What follows belongs to an exercise in optimizing a design on an open flow for small area, a short achievable clock period and few clock cycles per item; a production flow would make more cautious choices. No functional check of the RTL was part of any run shown here. Power figures rest on the tool's default switching activity, not on a simulated workload.

==> flow/design.v (outline; a module is shown in full before it is edited, if it fits) <==
// module barrier_basket_payoff: 1714 lines
module barrier_basket_payoff (
  input  wire          clk_i,
  input  wire          rst_ni,
  input  wire          cfg_we_i,
  input  wire  [1:0]   cfg_idx_i,
  input  wire  [15:0]  cfg_data_i,
  input  wire          s_axis_tvalid,
  output logic         s_axis_tready,
  input  wire  [127:0] s_axis_tdata,
  input  wire          s_axis_tuser,
  input  wire          s_axis_tlast,
  output logic         m_axis_tvalid,
  input  wire          m_axis_tready,
  output logic [31:0]  m_axis_tdata,
  output logic         m_axis_tuser
);
  // ...
==> flow/flow/run.sh <==
#!/bin/bash
set -euo pipefail
bash standard.sh "BUFFER_PORTS_ARGS=-buffer_cell sky130_fd_sc_hd__buf_2" \
  SETUP_SLACK_MARGIN=5.2 finish > std_flow.log 2>&1
==> flow/standard.sh <==
#!/bin/bash
# synth_recipe.tcl (not shown) runs the flow's synth.tcl, then flattens the netlist and writes it again
# the make line also repeats each setting of config.mk as NAME=value (left out here)
make -C /OpenROAD-flow-scripts/flow DESIGN_CONFIG=/design/flow/config.mk WORK_HOME=/design/flow/orfs CLKGATE_MAP_FILE= SYNTH_SCRIPT=/design/flow/synth_recipe.tcl "${@:-finish}"
==> flow/config.mk <==
export PLATFORM = sky130hd
export DESIGN_NAME = barrier_basket_payoff
export DESIGN_NICKNAME = barrier_basket_payoff
export VERILOG_FILES = /design/flow/design.v
export SDC_FILE = /design/flow/constraint.sdc
export NUM_CORES = 4
export LEC_CHECK = 0
export CAP_MARGIN = 20
export CORE_MARGIN = 2
export CORE_UTILIZATION = 55
export CTS_CLUSTER_DIAMETER = 60
export CTS_CLUSTER_SIZE = 30
export SETUP_SLACK_MARGIN = 5
export SLEW_MARGIN = 20
export TNS_END_PERCENT = 100
==> flow/constraint.sdc <==
create_clock -name core_clock -period 8.5 [get_ports {clk_i}]
set_input_delay 1.7000 -clock core_clock [delete_from_list [all_inputs] [get_ports {clk_i}]]
set_output_delay 1.7000 -clock core_clock [all_outputs]
set_load 0.01 [all_outputs]
==> results.json, run 1 <==
{
  "outcome": "complete, no violations",
  "wl_met1_mm": 78.7,
  "cp_data_arrival_time_ps": 4370,
  "dieArea_um2": 120000,
  "synth-edff-count": 170,
  "initial_core_util": 0.556,
  "htreeDepth": 3,
  "p_seq_mw": 10.5,
  "startpoint": "acc_q[2]",
  "top_layer": "met4",
  "fin_crit_ps": 3880,
  "synthFlopType": "dfxtp_1",
  "crit_path_top_delay_cell": "fa_1",
  "holdCritPathClass": "flop to flop",
  "yosysTopAreaCell": "dfxtp_1",
  "worstHoldStart": "ring_q[1140]",
  "powerDensity_nw_per_um2": 271,
  "seqPwrFrac": 0.519,
  "power_frac_comb": 0.173,
  "cp_cell_sequence": "fa_1 -> inv_2 -> fa_2 -> nand2b_4 -> a21o_4 -> a2111oi_4 -> nor2_4 -> a211oi_4 -> o21ai_2 -> a2111oi_4 -> o211ai_1 -> mux2i_1 -> nand3_1",
  "largest_register": "ring_q",
  "grt.total_usage": 0.283,
  "worst_slack_ps": 4620,
  "power_leakage_nw": 30.0,
  "pre_cts_ws_ps": 4340,
  "critical-path-top-delay-family": "compound AO/OA/AOI/OAI gates",
  "period_share": 0.456,
  "grt_max_degree": 81,
  "netlist_instances": 5263,
  "hold_ws_ps": 307,
  "drive_gt1_frac": 0.185,
  "yosysUniqueCellTypes": 77,
  "power_mw": 20.3
}
==> run 2, diff against run 1 <==
--- a/flow/design.v
+++ b/flow/design.v
@@ -101,17 +101,17 @@
   logic       ok_new, ok_old, room_res, room_nores;
   assign ph1        = ph_q + 4'd1;
   assign ok_new     = (in_asset == ph1);
   assign ok_old     = ~(pv_q & ~wr) | (pa_q == ph1);
   assign room_res   = res_out ? (pend_q != 2'd2) : (pend_q == 2'd0);
   assign room_nores = res_out | (pend_q != 2'd2);
   always_ff @(posedge clk_i or negedge rst_ni) begin
     if (!rst_ni) begin
-      tready_q <= 1'b0;
+      tready_q <= 1'b1;
       ph_q     <= 4'd0;
       pv_q     <= 1'b0;
       pend_q   <= 2'd0;
     end else begin
       tready_q <= (in_load ? ok_new : ok_old) & (in_res ? room_res : room_nores);
       ph_q     <= ph_q + 4'd1;
       pv_q     <= pv_n;
       pend_q   <= pend_n;
@@ -193,17 +193,18 @@
     x        <= r0_price_q;
     r1_lth_q <= r0_price_q[31:16] <  e_lo[31:16];
     r1_leh_q <= r0_price_q[31:16] <= e_lo[31:16];
     r1_ltl_q <= r0_price_q[15:0]  <  e_lo[15:0];
     r1_gth_q <= r0_price_q[31:16] >  e_hi[31:16];
     r1_geh_q <= r0_price_q[31:16] >= e_hi[31:16];
     r1_gtl_q <= r0_price_q[15:0]  >  e_hi[15:0];
   end
-  logic [63:0] mul_s, mul_c;
+  logic [63:0] mul_a, mul_b, mul_c;
+  logic        brk2;
   logic pp_0_0;
   assign pp_0_0 = ((bone[0] & x[0])) ^ bneg[0];
   logic pp_0_1;
   assign pp_0_1 = ((bone[0] & x[1]) | (btwo[0] & x[0])) ^ bneg[0];
   logic pp_0_2;
   assign pp_0_2 = ((bone[0] & x[2]) | (btwo[0] & x[1])) ^ bneg[0];
   logic pp_0_3;
   assign pp_0_3 = ((bone[0] & x[3]) | (btwo[0] & x[2])) ^ bneg[0];
@@ -1482,255 +1483,123 @@
   logic fs_185;
   logic fc_185;
   assign fs_185 = pps_5 ^ pp_6_31 ^ pp_7_29;
   assign fc_185 = (pps_5 & pp_6_31) | (pps_5 & pp_7_29) | (pp_6_31 & pp_7_29);
   logic hs_186;
   logic hc_186;
   assign hs_186 = pp_6_32 ^ pp_7_30;
   assign hc_186 = pp_6_32 & pp_7_30;
-  logic hs_187;
-  logic hc_187;
-  assign hs_187 = pp_0_2 ^ pp_1_0;
-  assign hc_187 = pp_0_2 & pp_1_0;
-  logic hs_188;
-  logic hc_188;
-  assign hs_188 = pp_0_3 ^ pp_1_1;
-  assign hc_188 = pp_0_3 & pp_1_1;
-  logic fs_189;
-  logic fc_189;
-  assign fs_189 = pp_2_0 ^ bneg[2] ^ hs_146;
-  assign fc_189 = (pp_2_0 & bneg[2]) | (pp_2_0 & hs_146) | (bneg[2] & hs_146);
-  logic fs_190;
-  logic fc_190;
-  assign fs_190 = pp_2_1 ^ hs_147 ^ hc_146;
-  assign fc_190 = (pp_2_1 & hs_147) | (pp_2_1 & hc_146) | (hs_147 & hc_146);
-  logic fs_191;
-  logic fc_191;
-  assign fs_191 = hs_76 ^ fs_148 ^ hc_147;
-  assign fc_191 = (hs_76 & fs_148) | (hs_76 & hc_147) | (fs_148 & hc_147);
-  logic fs_192;
-  logic fc_192;
-  assign fs_192 = hc_76 ^ fs_149 ^ fc_148;
-  assign fc_192 = (hc_76 & fs_149) | (hc_76 & fc_148) | (fs_149 & fc_148);
-  logic fs_193;
-  logic fc_193;
-  assign fs_193 = hc_77 ^ fs_150 ^ fc_149;
-  assign fc_193 = (hc_77 & fs_150) | (hc_77 & fc_149) | (fs_150 & fc_149);
-  logic fs_194;
-  logic fc_194;
-  assign fs_194 = hc_79 ^ fs_151 ^ fc_150;
-  assign fc_194 = (hc_79 & fs_151) | (hc_79 & fc_150) | (fs_151 & fc_150);
-  logic fs_195;
-  logic fc_195;
-  assign fs_195 = hc_81 ^ fs_152 ^ fc_151;
-  assign fc_195 = (hc_81 & fs_152) | (hc_81 & fc_151) | (fs_152 & fc_151);
-  logic fs_196;
-  logic fc_196;
-  assign fs_196 = fc_83 ^ fs_153 ^ fc_152;
-  assign fc_196 = (fc_83 & fs_153) | (fc_83 & fc_152) | (fs_153 & fc_152);
-  logic fs_197;
-  logic fc_197;
-  assign fs_197 = fc_85 ^ fs_154 ^ fc_153;
-  assign fc_197 = (fc_85 & fs_154) | (fc_85 & fc_153) | (fs_154 & fc_153);
-  logic fs_198;
-  logic fc_198;
-  assign fs_198 = fc_87 ^ fs_155 ^ fc_154;
-  assign fc_198 = (fc_87 & fs_155) | (fc_87 & fc_154) | (fs_155 & fc_154);
-  logic fs_199;
-  logic fc_199;
-  assign fs_199 = fc_89 ^ fs_156 ^ fc_155;
-  assign fc_199 = (fc_89 & fs_156) | (fc_89 & fc_155) | (fs_156 & fc_155);
-  logic fs_200;
-  logic fc_200;
-  assign fs_200 = fc_91 ^ fs_157 ^ fc_156;
-  assign fc_200 = (fc_91 & fs_157) | (fc_91 & fc_156) | (fs_157 & fc_156);
-  logic fs_201;
-  logic fc_201;
-  assign fs_201 = fc_93 ^ fs_158 ^ fc_157;
-  assign fc_201 = (fc_93 & fs_158) | (fc_93 & fc_157) | (fs_158 & fc_157);
-  logic fs_202;
-  logic fc_202;
-  assign fs_202 = fc_95 ^ fs_159 ^ fc_158;
-  assign fc_202 = (fc_95 & fs_159) | (fc_95 & fc_158) | (fs_159 & fc_158);
-  logic fs_203;
-  logic fc_203;
-  assign fs_203 = fc_97 ^ fs_160 ^ fc_159;
-  assign fc_203 = (fc_97 & fs_160) | (fc_97 & fc_159) | (fs_160 & fc_159);
-  logic fs_204;
-  logic fc_204;
-  assign fs_204 = fc_99 ^ fs_161 ^ fc_160;
-  assign fc_204 = (fc_99 & fs_161) | (fc_99 & fc_160) | (fs_161 & fc_160);
-  logic fs_205;
-  logic fc_205;
-  assign fs_205 = fc_101 ^ fs_162 ^ fc_161;
-  assign fc_205 = (fc_101 & fs_162) | (fc_101 & fc_161) | (fs_162 & fc_161);
-  logic fs_206;
-  logic fc_206;
-  assign fs_206 = fc_103 ^ fs_163 ^ fc_162;
-  assign fc_206 = (fc_103 & fs_163) | (fc_103 & fc_162) | (fs_163 & fc_162);
-  logic fs_207;
-  logic fc_207;
-  assign fs_207 = fc_105 ^ fs_164 ^ fc_163;
-  assign fc_207 = (fc_105 & fs_164) | (fc_105 & fc_163) | (fs_164 & fc_163);
-  logic fs_208;
-  logic fc_208;
-  assign fs_208 = fc_107 ^ fs_165 ^ fc_164;
-  assign fc_208 = (fc_107 & fs_165) | (fc_107 & fc_164) | (fs_165 & fc_164);
-  logic fs_209;
-  logic fc_209;
-  assign fs_209 = fc_109 ^ fs_166 ^ fc_165;
-  assign fc_209 = (fc_109 & fs_166) | (fc_109 & fc_165) | (fs_166 & fc_165);
-  logic fs_210;
-  logic fc_210;
-  assign fs_210 = fc_111 ^ fs_167 ^ fc_166;
-  assign fc_210 = (fc_111 & fs_167) | (fc_111 & fc_166) | (fs_167 & fc_166);
-  logic fs_211;
-  logic fc_211;
-  assign fs_211 = fc_113 ^ fs_168 ^ fc_167;
-  assign fc_211 = (fc_113 & fs_168) | (fc_113 & fc_167) | (fs_168 & fc_167);
-  logic fs_212;
-  logic fc_212;
-  assign fs_212 = fc_115 ^ fs_169 ^ fc_168;
-  assign fc_212 = (fc_115 & fs_169) | (fc_115 & fc_168) | (fs_169 & fc_168);
-  logic fs_213;
-  logic fc_213;
-  assign fs_213 = fc_117 ^ fs_170 ^ fc_169;
-  assign fc_213 = (fc_117 & fs_170) | (fc_117 & fc_169) | (fs_170 & fc_169);
-  logic fs_214;
-  logic fc_214;
-  assign fs_214 = fc_119 ^ fs_171 ^ fc_170;
-  assign fc_214 = (fc_119 & fs_171) | (fc_119 & fc_170) | (fs_171 & fc_170);
-  logic fs_215;
-  logic fc_215;
-  assign fs_215 = fc_121 ^ fs_172 ^ fc_171;
-  assign fc_215 = (fc_121 & fs_172) | (fc_121 & fc_171) | (fs_172 & fc_171);
-  logic fs_216;
-  logic fc_216;
-  assign fs_216 = fc_123 ^ fs_173 ^ fc_172;
-  assign fc_216 = (fc_123 & fs_173) | (fc_123 & fc_172) | (fs_173 & fc_172);
-  logic fs_217;
-  logic fc_217;
-  assign fs_217 = fc_125 ^ fs_174 ^ fc_173;
-  assign fc_217 = (fc_125 & fs_174) | (fc_125 & fc_173) | (fs_174 & fc_173);
-  logic fs_218;
-  logic fc_218;
-  assign fs_218 = fc_127 ^ fs_175 ^ fc_174;
-  assign fc_218 = (fc_127 & fs_175) | (fc_127 & fc_174) | (fs_175 & fc_174);
-  logic fs_219;
-  logic fc_219;
-  assign fs_219 = fc_129 ^ fs_176 ^ fc_175;
-  assign fc_219 = (fc_129 & fs_176) | (fc_129 & fc_175) | (fs_176 & fc_175);
-  logic fs_220;
-  logic fc_220;
-  assign fs_220 = fc_131 ^ fs_177 ^ fc_176;
-  assign fc_220 = (fc_131 & fs_177) | (fc_131 & fc_176) | (fs_177 & fc_176);
-  logic fs_221;
-  logic fc_221;
-  assign fs_221 = fc_133 ^ fs_178 ^ fc_177;
-  assign fc_221 = (fc_133 & fs_178) | (fc_133 & fc_177) | (fs_178 & fc_177);
-  logic fs_222;
-  logic fc_222;
-  assign fs_222 = fc_135 ^ fs_179 ^ fc_178;
-  assign fc_222 = (fc_135 & fs_179) | (fc_135 & fc_178) | (fs_179 & fc_178);
-  logic fs_223;
-  logic fc_223;
-  assign fs_223 = fc_137 ^ fs_180 ^ fc_179;
-  assign fc_223 = (fc_137 & fs_180) | (fc_137 & fc_179) | (fs_180 & fc_179);
-  logic fs_224;
-  logic fc_224;
-  assign fs_224 = fc_139 ^ fs_181 ^ fc_180;
-  assign fc_224 = (fc_139 & fs_181) | (fc_139 & fc_180) | (fs_181 & fc_180);
-  logic fs_225;
-  logic fc_225;
-  assign fs_225 = fc_141 ^ fs_182 ^ fc_181;
-  assign fc_225 = (fc_141 & fs_182) | (fc_141 & fc_181) | (fs_182 & fc_181);
-  logic fs_226;
-  logic fc_226;
-  assign fs_226 = hc_143 ^ fs_183 ^ fc_182;
-  assign fc_226 = (hc_143 & fs_183) | (hc_143 & fc_182) | (fs_183 & fc_182);
-  logic fs_227;
-  logic fc_227;
-  assign fs_227 = fs_184 ^ fc_183 ^ 1'b1;
-  assign fc_227 = (fs_184 & fc_183) | (fs_184 & 1'b1) | (fc_183 & 1'b1);
-  logic fs_228;
-  logic fc_228;
-  assign fs_228 = hc_145 ^ fs_185 ^ fc_184;
-  assign fc_228 = (hc_145 & fs_185) | (hc_145 & fc_184) | (fs_185 & fc_184);
-  logic fs_229;
-  logic fc_229;
-  assign fs_229 = hs_186 ^ fc_185 ^ 1'b1;
-  assign fc_229 = (hs_186 & fc_185) | (hs_186 & 1'b1) | (fc_185 & 1'b1);
-  logic fs_230;
-  logic fc_230;
-  assign fs_230 = pps_6 ^ pp_7_31 ^ hc_186;
-  assign fc_230 = (pps_6 & pp_7_31) | (pps_6 & hc_186) | (pp_7_31 & hc_186);
-  logic hs_231;
-  logic hc_231;
-  assign hs_231 = pp_7_32 ^ 1'b1;
-  assign hc_231 = pp_7_32 & 1'b1;
-  assign mul_s = {1'b1, 1'b1, 1'b1, 1'b1, 1'b1, 1'b1, 1'b1, 1'b1, 1'b1, 1'b1, 1'b1, 1'b1, 1'b1, 1'b1, 1'b1, 1'b1, pps_7, hs_231, fs_230, fs_229, fs_228, fs_227, fs_226, fs_225, fs_224, fs_223, fs_222, fs_221, fs_220, fs_219, fs_218, fs_217, fs_216, fs_215, fs_214, fs_213, fs_212, fs_211, fs_210, fs_209, fs_208, fs_207, fs_206, fs_205, fs_204, fs_203, fs_202, fs_201, fs_200, fs_199, fs_198, fs_197, fs_196, fs_195, fs_194, fs_193, fs_192, fs_191, fs_190, fs_189, hs_188, bneg[1], pp_0_1, pp_0_0};
-  assign mul_c = {1'b0, 1'b0, 1'b0, 1'b0, 1'b0, 1'b0, 1'b0, 1'b0, 1'b0, 1'b0, 1'b0, 1'b0, 1'b0, 1'b0, 1'b0, 1'b0, hc_231, fc_230, fc_229, fc_228, fc_227, fc_226, fc_225, fc_224, fc_223, fc_222, fc_221, fc_220, fc_219, fc_218, fc_217, fc_216, fc_215, fc_214, fc_213, fc_212, fc_211, fc_210, fc_209, fc_208, fc_207, fc_206, fc_205, fc_204, fc_203, fc_202, fc_201, fc_200, fc_199, fc_198, fc_197, fc_196, fc_195, fc_194, fc_193, fc_192, fc_191, fc_190, fc_189, hc_188, hc_187, hs_187, 1'b0, bneg[0]};
+  assign mul_a = {1'b1, 1'b1, 1'b1, 1'b1, 1'b1, 1'b1, 1'b1, 1'b1, 1'b1, 1'b1, 1'b1, 1'b1, 1'b1, 1'b1, 1'b1, 1'b1, pps_7, pp_7_32, pps_6, 1'b1, hc_145, 1'b1, hc_143, fc_141, fc_139, fc_137, fc_135, fc_133, fc_131, fc_129, fc_127, fc_125, fc_123, fc_121, fc_119, fc_117, fc_115, fc_113, fc_111, fc_109, fc_107, fc_105, fc_103, fc_101, fc_99, fc_97, fc_95, fc_93, fc_91, fc_89, fc_87, fc_85, fc_83, hc_81, hc_79, hc_77, hc_76, hs_76, pp_2_1, pp_2_0, pp_0_3, pp_0_2, pp_0_1, pp_0_0};
+  assign mul_b = {1'b0, 1'b0, 1'b0, 1'b0, 1'b0, 1'b0, 1'b0, 1'b0, 1'b0, 1'b0, 1'b0, 1'b0, 1'b0, 1'b0, 1'b0, 1'b0, 1'b0, 1'b1, pp_7_31, hs_186, fs_185, fs_184, fs_183, fs_182, fs_181, fs_180, fs_179, fs_178, fs_177, fs_176, fs_175, fs_174, fs_173, fs_172, fs_171, fs_170, fs_169, fs_168, fs_167, fs_166, fs_165, fs_164, fs_163, fs_162, fs_161, fs_160, fs_159, fs_158, fs_157, fs_156, fs_155, fs_154, fs_153, fs_152, fs_151, fs_150, fs_149, fs_148, hs_147, bneg[2], pp_1_1, pp_1_0, 1'b0, bneg[0]};
+  assign mul_c = {1'b0, 1'b0, 1'b0, 1'b0, 1'b0, 1'b0, 1'b0, 1'b0, 1'b0, 1'b0, 1'b0, 1'b0, 1'b0, 1'b0, 1'b0, 1'b0, 1'b0, 1'b0, hc_186, fc_185, fc_184, fc_183, fc_182, fc_181, fc_180, fc_179, fc_178, fc_177, fc_176, fc_175, fc_174, fc_173, fc_172, fc_171, fc_170, fc_169, fc_168, fc_167, fc_166, fc_165, fc_164, fc_163, fc_162, fc_161, fc_160, fc_159, fc_158, fc_157, fc_156, fc_155, fc_154, fc_153, fc_152, fc_151, fc_150, fc_149, fc_148, hc_147, hc_146, hs_146, 1'b0, bneg[1], 1'b0, 1'b0};
+  assign brk2 = r1_chk_q & (r1_lth_q | (r1_leh_q & r1_ltl_q) |
+                            r1_gth_q | (r1_geh_q & r1_gtl_q));
   logic        r2_vl_q, r2_brk_q;
-  logic [63:0] r2_s_q, r2_c_q;
+  logic [63:0] r2_a_q, r2_b_q, r2_c_q;
   always_ff @(posedge clk_i or negedge rst_ni) begin
     if (!rst_ni) begin
       r2_vl_q  <= 1'b0;
       r2_brk_q <= 1'b0;
     end else begin
       r2_vl_q  <= r1_vl_q;
-      r2_brk_q <= r1_chk_q & (r1_lth_q | (r1_leh_q & r1_ltl_q) |
-                              r1_gth_q | (r1_geh_q & r1_gtl_q));
+      r2_brk_q <= brk2;
     end
   end
   always_ff @(posedge clk_i) begin
-    r2_s_q <= mul_s;
+    r2_a_q <= mul_a;
+    r2_b_q <= mul_b;
     r2_c_q <= mul_c;
   end
-  logic [63:0] acc_q, csa_s, csa_c, acc_d;
+  logic [63:0] p_s, p_c;           
+  logic [31:0] lo_s, lo_c;
+  logic [32:0] lo_sum;
+  logic [31:0] acc_lo_q;
   logic        acc_brk_q;
-  logic [51:0] res_hi_q;    
-  logic        res_z_q;     
-  logic        res_brk_q;
-  assign csa_s = acc_q ^ r2_s_q ^ r2_c_q;
-  assign csa_c = (acc_q & r2_s_q) | (acc_q & r2_c_q) | (r2_s_q & r2_c_q);
-  assign acc_d = csa_s + {csa_c[62:0], 1'b0};
+  assign p_s  = r2_a_q ^ r2_b_q ^ r2_c_q;
+  assign p_c  = {((r2_a_q[62:0] & r2_b_q[62:0]) | (r2_a_q[62:0] & r2_c_q[62:0]) |
+                  (r2_b_q[62:0] & r2_c_q[62:0])), 1'b0};
+  assign lo_s = acc_lo_q ^ p_s[31:0] ^ p_c[31:0];
+  assign lo_c = {((acc_lo_q[30:0] & p_s[30:0]) | (acc_lo_q[30:0] & p_c[30:0]) |
+                  (p_s[30:0] & p_c[30:0])), 1'b0};
+  assign lo_sum = {1'b0, lo_s} + {1'b0, lo_c};
+  logic [31:0] hs_q, hc_q;         
+  logic        hy_q, hco_q;        
+  logic        r3_vl_q, r3_brk_q;
   always_ff @(posedge clk_i or negedge rst_ni) begin
     if (!rst_ni) begin
-      acc_q     <= 64'd0;
+      acc_lo_q  <= 32'd0;
       acc_brk_q <= 1'b0;
-      res_v_q   <= 1'b0;
+      hs_q      <= 32'd0;
+      hc_q      <= 32'd0;
+      hy_q      <= 1'b0;
+      hco_q     <= 1'b0;
+      r3_vl_q   <= 1'b0;
+      r3_brk_q  <= 1'b0;
     end else begin
-      acc_q     <= r2_vl_q ? 64'd0 : acc_d;
+      acc_lo_q  <= r2_vl_q ? 32'd0 : lo_sum[31:0];
       acc_brk_q <= ~r2_vl_q & (acc_brk_q | r2_brk_q);
-      res_v_q   <= r2_vl_q | (res_v_q & ~out_free);
+      hs_q      <= p_s[63:32];
+      hc_q      <= p_c[63:32];
+      hy_q      <= (acc_lo_q[31] & p_s[31]) | (acc_lo_q[31] & p_c[31]) | (p_s[31] & p_c[31]);
+      hco_q     <= lo_sum[32];
+      r3_vl_q   <= r2_vl_q;
+      r3_brk_q  <= acc_brk_q | r2_brk_q;
+    end
+  end
+  logic [31:0] acc_hi_q, hi_s, hi_c, hi_sum;
+  assign hi_s   = acc_hi_q ^ hs_q ^ hc_q;
+  assign hi_c   = {((acc_hi_q[30:0] & hs_q[30:0]) | (acc_hi_q[30:0] & hc_q[30:0]) |
+                    (hs_q[30:0] & hc_q[30:0])), hy_q};
+  assign hi_sum = hi_s + hi_c + {31'd0, hco_q};
+  always_ff @(posedge clk_i or negedge rst_ni) begin
+    if (!rst_ni) begin
+      acc_hi_q <= 32'd0;
+    end else begin
+      acc_hi_q <= r3_vl_q ? 32'd0 : hi_sum;
     end
   end
+  logic [19:0] res_lo_q;    
+  logic        res_z_q;     
+  logic [31:0] res_hi_q;    
+  logic        res_brk_q;
+  logic [19:0] r3_lo_q;
+  logic        r3_z_q;
   always_ff @(posedge clk_i) begin
-    if (r2_vl_q) begin
-      res_hi_q  <= acc_d[63:12];
-      res_z_q   <= (acc_d[11:0] == 12'd0);
-      res_brk_q <= acc_brk_q | r2_brk_q;
+    r3_lo_q <= lo_sum[31:12];
+    r3_z_q  <= (lo_sum[11:0] == 12'd0);
+    if (r3_vl_q) begin
+      res_lo_q  <= r3_lo_q;
+      res_z_q   <= r3_z_q;
+      res_hi_q  <= hi_sum;
+      res_brk_q <= r3_brk_q;
+    end
+  end
+  always_ff @(posedge clk_i or negedge rst_ni) begin
+    if (!rst_ni) begin
+      res_v_q <= 1'b0;
+    end else begin
+      res_v_q <= r3_vl_q | (res_v_q & ~out_free);
     end
   end
   logic [19:0] u0;
   logic [16:0] d16;
   logic        b, nz, neg, sat;
   logic [31:0] payoff;
   logic [31:0] out_data_q;
   logic        out_ko_q;
-  assign u0  = res_hi_q[51:32];
-  assign d16 = {1'b0, res_hi_q[31:16]} - {1'b0, strike_q};
+  assign u0  = res_hi_q[31:12];
+  assign d16 = {1'b0, res_hi_q[11:0], res_lo_q[19:16]} - {1'b0, strike_q};
   assign b   = d16[16];
   assign neg = b ? ((u0 == 20'd0) | (u0[19] & (u0 != 20'h80000))) : u0[19];
   assign sat = b ? (u0[18:0] != 19'd1) : (u0[18:0] != 19'd0);
   assign nz  = (b ? (u0 != 20'd1) : (u0 != 20'd0)) | (d16[15:0] != 16'd0) |
-               (res_hi_q[15:0] != 16'd0) | ~res_z_q;
+               (res_lo_q[15:0] != 16'd0) | ~res_z_q;
   assign payoff = (res_brk_q | ~nz | neg) ? 32'd0 :
-                  sat ? 32'hFFFF_FFFF : {d16[15:0], res_hi_q[15:0]};
+                  sat ? 32'hFFFF_FFFF : {d16[15:0], res_lo_q[15:0]};
   always_ff @(posedge clk_i or negedge rst_ni) begin
     if (!rst_ni) begin
       out_v_q <= 1'b0;
     end else begin
       out_v_q <= res_v_q | (out_v_q & ~m_axis_tready);
     end
   end
   always_ff @(posedge clk_i) begin
==> flow/flow/run.sh (replaced) <==
#!/bin/bash
set -euo pipefail
bash standard.sh SETUP_SLACK_MARGIN=5.4 finish > std_flow.log 2>&1
==> flow/config.mk (replaced) <==
export PLATFORM = sky130hd
export DESIGN_NAME = barrier_basket_payoff
export DESIGN_NICKNAME = barrier_basket_payoff
export VERILOG_FILES = /design/flow/design.v
export SDC_FILE = /design/flow/constraint.sdc
export NUM_CORES = 4
export LEC_CHECK = 0
export ABC_CLOCK_PERIOD_IN_PS = 2800
export CAP_MARGIN = 20
export CORE_MARGIN = 2
export CORE_UTILIZATION = 55
export SETUP_SLACK_MARGIN = 5
export SLEW_MARGIN = 20
export TNS_END_PERCENT = 100
==> results.json, run 2 <==
{
  "antenna_found_initial": 6,
  "path_clk_slew_ps": 60,
  "synth-edff-count": 170,
  "synth.most_common_cell": "dfxtp_1",
  "power_mw": 22.2,
  "cp.required_ps": 9160,
  "cts_buffers": 182,
  "yosysUniqueCellTypes": 87,
  "crit_path_start_kind": "flop",
  "synthTopCellsByCount": "dfxtp_1 (1,522), a22oi_1 (642), clkbuf_1 (244)",
  "route.vias.total": 41890,
  "worst-path-max-fanout": 3,
  "fin_crit_ps": 3520,
  "final_common_cell": "dfxtp_1",
  "io_buffers": 185,
  "grt.total_usage": 0.291,
  "drc": 0,
  "largest_reg_flops": 1280,
  "synth-seq-cells": 1866,
  "synthFlopType": "dfxtp_1",
  "htreeDepth": 4,
  "yosysSeqAreaShare": 0.602,
  "grt_overflow_total": 0,
  "finalNetCount": 6039,
  "layout_common_cells": "dfxtp_1 (1,498), a22oi_1 (642), fa_1 (231)",
  "max_freq_mhz": 284,
  "initial_core_util": 0.553,
  "gp_congestion": 0.850,
  "cts_buffer_depth": 3,
  "finalMaxSlewViolations": 0,
  "cts.sinks": 1866,
  "coreArea_um2": 120000,
  "synth_warnings": 1,
  "wl_met1_mm": 80.4,
  "drtPass1Iterations": 6,
  "die_w_um": 351,
  "layout.cells.non_filler": 7193,
  "grt_max_degree": 89,
  "period_share": 0.415,
  "powerDensity_nw_per_um2": 282,
  "ioPinCount": 188,
  "power_leakage_nw": 32.0,
  "synthesis.nets": 5811,
  "irDropWorstVdd_v": 0.000243,
  "post_drt_wl_per_cell_um": 25.7,
  "synth_top_cell_area_share": 0.460,
  "synth.avg_cell_area_um2": 12.8,
  "rows": 127,
  "hold_viol_final": 0,
  "wl_mm": 185,
  "design_area_um2": 78600,
  "maxCapViolations": 0,
  "dpl_cell_area_um2": 69700,
  "syn_area_um2": 66300,
  "netlist_instances": 5197,
  "area_delta_synth_final_pct": 18.5,
  "cp_data_arrival_time_ps": 4180,
  "outcome": "complete, no violations",
  "rsz0062_at_grt": "true",
  "setup-tns-final_ps": 0,
  "path_class": "flop to flop",
  "synthArstFlopShare": 0.0932,
  "met2_length_mm": 87.1,
  "finClkSkew_ps": 41.3,
  "maxSlewHeadroom": 0.268,
  "final-setup-viol-count": 0,
  "largest_register": "ring_q",
  "synth.area.top_cells": "dfxtp_1 (46%), edfxtp_1 (7.7%), a22oi_1 (7.3%)",
  "drive_gt1_frac": 0.146,
  "top_layer": "met4",
  "cts_tree": "yes",
  "met3_wirelength_mm": 11.8,
  "ant_nets": 0,
  "grt_pass1_wl_mm": 268,
  "clkLatencyLatePin_ps": 810,
  "tightest_slew_ps": 1100,
  "dieArea_um2": 123000,
  "dp_hpwl_mm": 107,
  "grt_pass1_vias": 42933,
  "post-place-cells": 6725,
  "holdCritPathClass": "flop to flop",
  "viasPerCell": 5.82,
  "largestRegisters": "ring_q x1280, pd_q x80, r2_a_q x46",
  "initialDrtViolationCount": 3531,
  "root_buffer": "clkbuf_16",
  "die_y_um": 351,
  "yosysTopAreaCell": "dfxtp_1",
  "end_kind": "flop"
}
[run 2: cell types whose count changed in the layout (fill, tap and decap cells not counted), sizes merged, moves of 17 or more]
cell,change
buf,-177
clkbuf,+154
clkdlybuf4s50,+146
inv,-116
dfxtp,+59
dfrtp,+36
nand2,-32
a21oi,-28
xor2,-27
xnor2,+23
a22oi,-18
and2,+17
[run 2: worst paths after layout]
path                                 to  cells after the start         start  slack [ps]
min reg2reg                ring_q[1095]                      0  ring_q[1175]         330
max reg2reg                acc_hi_q[14]                     14       hs_q[0]        4980
max                        acc_hi_q[14]                     14       hs_q[0]        4980
min                        ring_q[1095]                      0  ring_q[1175]         330
max in group asynchronous       r3_vl_q                      2        rst_ni        6320
min in group asynchronous      em1_q[4]                      1        rst_ni         930
[run 2: power by group]
| group | internal (mW) | switching (mW) | total, mW |
|---|---|---|---|
| logic | 1.30 | 1.64 | 2.95 |
| clock network | 4.77 | 3.44 | 8.21 |
| registers | 10.3 | 0.741 | 11.0 |
[run 2: cell type report]
class,instances,area (µm²)
timing repair buffer,367,3850
fill,9083,41200
multi-input combinational,2798,25600
antenna,4,10.0
tap,1612,2020
clock inverter,58,724
sequential,1866,40000
clock buffer,278,5540
inverter,210,795
[run 2: timing repair]
item / in CTS / in global routing
resized for setup: 326 / 121
cloned: 3 / 9
hold buffers: 0 / 0
buffers inserted: 63 / 53
pin swaps: 71 / 73
setup endpoints to repair: 192 / 137
[run 2: kinds of logic after synthesis]
logic type,count (synthesis),synth area share
compound gates,1250,0.141
xor+xnor,361,0.0477
fa+ha+maj,461,0.114
buf+inv,535,0.0309
flops,1866,0.602
mux,94,0.0161
other cells,1,0.0000566
simple gates,629,0.0478
[run 2: routing by layer]
layer	vias to the layer above	track usage
met5	-	0
met4	0	0.0965
met3	309	0.0491
met2	1381	0.478
met1	21160	0.392
li1	19040	-
[run 2: stage by stage]
step,worst slack (ps),utilization,hold WS (ps)
final,4980,0.656,327
after global routing,4870,0.656,325
after CTS,4990,0.646,323
after detailed placement,4270,0.581,332
after global placement,4300,0.581,321
after floorplan,5080,-,316
[run 2: critical path, cell delays in order, from the launching register on]
cell      delay (ps)
dfrtp_1          400
fa_2             580
inv_2             40
fa_2             390
fa_2             360
nand2b_4         160
a21oi_4          200
buf_6            130
o211ai_1         100
a21boi_1         270
o21a_1           270
buf_6            130
nor2_4            30
xnor2_2          140
nor2b_2          150
==> run 3, diff against run 2 <==
--- a/flow/config.mk
+++ b/flow/config.mk
@@ -5,10 +5,10 @@
 export SDC_FILE = /design/flow/constraint.sdc
 export NUM_CORES = 4
 export LEC_CHECK = 0
-export ABC_CLOCK_PERIOD_IN_PS = 2800
 export CAP_MARGIN = 20
 export CORE_MARGIN = 2
 export CORE_UTILIZATION = 55
+export CTS_BUF_LIST = sky130_fd_sc_hd__clkbuf_4 sky130_fd_sc_hd__clkbuf_8
 export SETUP_SLACK_MARGIN = 5
 export SLEW_MARGIN = 20
 export TNS_END_PERCENT = 100
==> results.json, run 3 <==
{
  "io_buffers": 185,
  "cts_buffers": 305,
  "final-setup-viol-count": 0,
  "largestRegisters": "ring_q x1280, pd_q x80, r2_a_q x46",
  "synth_warnings": 1,
  "r2r_end": "acc_lo_q[30]",
  "end_kind": "primary output",
  "maxCapViolations": 0,
  "synthesis.nets": 5811,
  "hold_ws_ps": 303,
  "route.vias.total": 42718,
  "power_frac_comb": 0.133,
  "cp_data_arrival_time_ps": 1850,
  "crit_path_start_kind": "flop",
  "power_leakage_nw": 32.3,
  "max_freq_mhz": 282,
  "antenna_found_initial": 8,
  "rsz0062_at_grt": "true",
  "irDropWorstVdd_v": 0.000205,
  "grt_pass1_wl_mm": 271,
  "yosysSeqAreaShare": 0.602,
  "grt.total_usage": 0.293,
  "htreeDepth": 5,
  "switching_share": 0.263,
  "regToRegSetupSlack_ps": 4990,
  "yosysUniqueCellTypes": 87,
  "dp_hpwl_mm": 107,
  "critical-path-top-delay-family": "flip-flops",
  "ioPinCount": 188,
  "post_drt_wl_per_cell_um": 25.0,
  "setup-tns-final_ps": 0,
  "ff2ff_path_depth": 15,
  "switchingPower_mw": 5.79,
  "dpl_cell_area_um2": 69700,
  "grt_overflow_total": 0,
  "layout_common_cells": "dfxtp_1 (1,501), a22oi_1 (642), clkbuf_8 (372)",
  "power_mw": 22.0,
  "holdCritPathClass": "flop to flop",
  "synthFlopType": "dfxtp_1",
  "seqPwrFrac": 0.500,
  "fin_crit_ps": 3550,
  "cp.required_ps": 6800,
  "ant_nets": 0,
  "coreArea_um2": 120000,
  "worst_r2r_startpoint": "r2_a_q[4]",
  "synthTopCellsByCount": "dfxtp_1 (1,522), a22oi_1 (642), clkbuf_1 (244)",
  "drive_gt1_frac": 0.178,
  "path_clk_slew_ps": 60,
  "dieArea_um2": 123000,
  "maxSlewHeadroom": 0.272,
  "cp_cell_sequence": "buf_6",
  "area_delta_synth_final_pct": 18.4,
  "finalNetCount": 6152,
  "path_buf_inv": 1,
  "largest_register": "ring_q",
  "rows": 127,
  "netlist_instances": 5197,
  "cts_buffer_depth": 4,
  "worst-path-max-fanout": 2,
  "synth.avg_cell_area_um2": 12.8,
  "synthArstFlopShare": 0.0932,
  "final_common_cell": "dfxtp_1",
  "initial_core_util": 0.553,
  "design_area_um2": 78500,
  "synth-edff-count": 170,
  "worstHoldStart": "ring_q[812]",
  "initialDrtViolationCount": 3517,
  "hold_end": "ring_q[732]",
  "grt_max_degree": 89,
  "largest_reg_flops": 1280,
  "tightest_slew_ps": 1090,
  "finClkSkew_ps": 63.3,
  "crit_path_top_delay_cell": "dfstp_4",
  "finalMaxSlewViolations": 0,
  "viasPerCell": 5.79,
  "cts.sinks": 1866,
  "clkLatencyLatePin_ps": 990,
  "synth-seq-cells": 1866,
  "hold_depth": 0,
  "die_w_um": 351,
  "powerDensity_nw_per_um2": 280,
  "synth_top_cell_area_share": 0.460,
  "p_clk_frac": 0.367,
  "hold_viol_final": 0,
  "drc": 0,
  "wl_mm": 184,
  "cts_hold_buf": 0,
  "outcome": "complete, no violations",
  "grt_pass1_vias": 43947,
  "synth.most_common_cell": "dfxtp_1",
  "die_y_um": 351,
  "drtPass1Iterations": 8,
  "syn_area_um2": 66300,
  "yosysTopAreaCell": "dfxtp_1",
  "cts_tree": "yes",
  "layout.cells.non_filler": 7376,
  "gp_congestion": 0.850,
  "critPathMaxStageDelay_ps": 750,
  "synth.area.top_cells": "dfxtp_1 (46%), edfxtp_1 (7.7%), a22oi_1 (7.3%)",
  "intPower_mw": 16.2,
  "post-place-cells": 6725,
  "path_class": "flop to primary output",
  "period_share": 0.417,
  "root_buffer": "clkbuf_8"
}
[run 3: cell count changes in the layout (fill, tap and decap cells not counted), moves of 4 or more]
cell        delta
clkbuf_4     +104
clkbuf_16    -192
clkbuf_1      -43
clkinv_16      -7
clkbuf_8     +326
nor2_2         +4
clkinvlp_4     +5
buf_4          -5
clkinv_1       +8
clkinv_2       -7
ha_4           -5
[run 3: area by class of cell]
cell class                      count  area [µm²]
Fill cell                        9274       41300
Clock inverter                     52         509
Antenna cell                        7        17.5
Multi-Input combinational cell   2796       25500
Clock buffer                      474        5880
Tap cell                         1612        2020
Timing Repair Buffer              359        3800
Sequential cell                  1866       40000
Inverter                          210         795
[run 3: worst max-delay path by stage]
stage	from	endpoint	cells past startpoint
2_1_floorplan	s_axis_tdata[1]	pend_q[1]	11
3_3_place_gp	s_axis_tdata[1]	pend_q[1]	12
3_5_place_dp	s_axis_tdata[1]	pend_q[1]	12
4_1_cts	tready_q	s_axis_tready	1
5_1_grt	tready_q	s_axis_tready	1
6_report	tready_q	s_axis_tready	1
[run 3: what timing repair did]
item                       in CTS  in global routing
gates resized for setup       298                119
pin swaps                      60                 60
setup buffers                  66                 42
gates cloned                    4                  6
setup endpoints to repair     190                159
[run 3: logic make-up (layout without fill, tap and decap cells)]
family,Yosys count,count (layout),share of synthesized area
AOI/OAI and AO/OA,1250,1250,0.141
other,1,8,0.0000566
muxes,94,94,0.0161
and+or+nand+nor,629,629,0.0478
adders and majority gates,461,461,0.114
buffers and inverters,535,1095,0.0309
xor gates and xnor gates,361,361,0.0477
DFF,1866,1866,0.602
[run 3: power by group through the flow]
stage / clock network (mW) / registers, mW / logic (mW)
floorplan: 0 / 10.9 / 1.70
global placement: 0 / 11.2 / 2.37
detailed placement: 0 / 11.2 / 2.39
CTS: 8.22 / 11.0 / 2.64
global route: 8.61 / 11.1 / 3.18
finish: 8.09 / 11.0 / 2.92
[run 3: metrics by stage]
stage          setup WS, ps   util
5_1_grt                4890  0.655
3_3_place_gp           4300  0.581
4_1_cts                4850  0.646
2_1_floorplan          5080      -
3_5_place_dp           4270  0.581
6_report               4950  0.655
[run 3: per-layer routing]
| metal | global-route usage | vias up | share of wire |
|---|---|---|---|
| met5 | 0 | - | 0.000071 |
| met4 | 0.0998 | 2 | 0.028 |
| met1 | 0.398 | 21454 | 0.43 |
| li1 | - | 19331 | - |
| met2 | 0.480 | 1606 | 0.47 |
| met3 | 0.0465 | 325 | 0.064 |

[separate check: timing with driven ports]
The results above use ideal ports. As a check the final layouts listed here were re-extracted and re-timed, cells and wires unchanged.
Step 1: set_driving_cell puts a clkbuf_16 on clk_i and a buf_2 on each other input, an assumption about the parent block.
Step 2 also shifts input and output timing later by t, the mid clock arrival at the registers, as if the neighbouring blocks saw the same clock.
Three values: no drivers, after step 1, after step 2; two values: the first two.
run | shift t [ns] | setup WS [ns] | hold WS [ns]
run 1 | 0.810 | 4.623 / 4.623 / 4.585 | 0.307 / 0.307 / 0.307
run 2 | 0.879 | 4.977 / 4.977 / 4.658 | 0.327 / 0.327 / 0.327
run 3 | 1.028 | 4.951 / 4.876 / 4.537 | 0.303 / 0.303 / 0.303
After both steps every run listed still meets setup and hold. For run 3, which loses most, drivers alone change the setup slack by -0.075 ns; drivers and shift together by -0.414 ns.
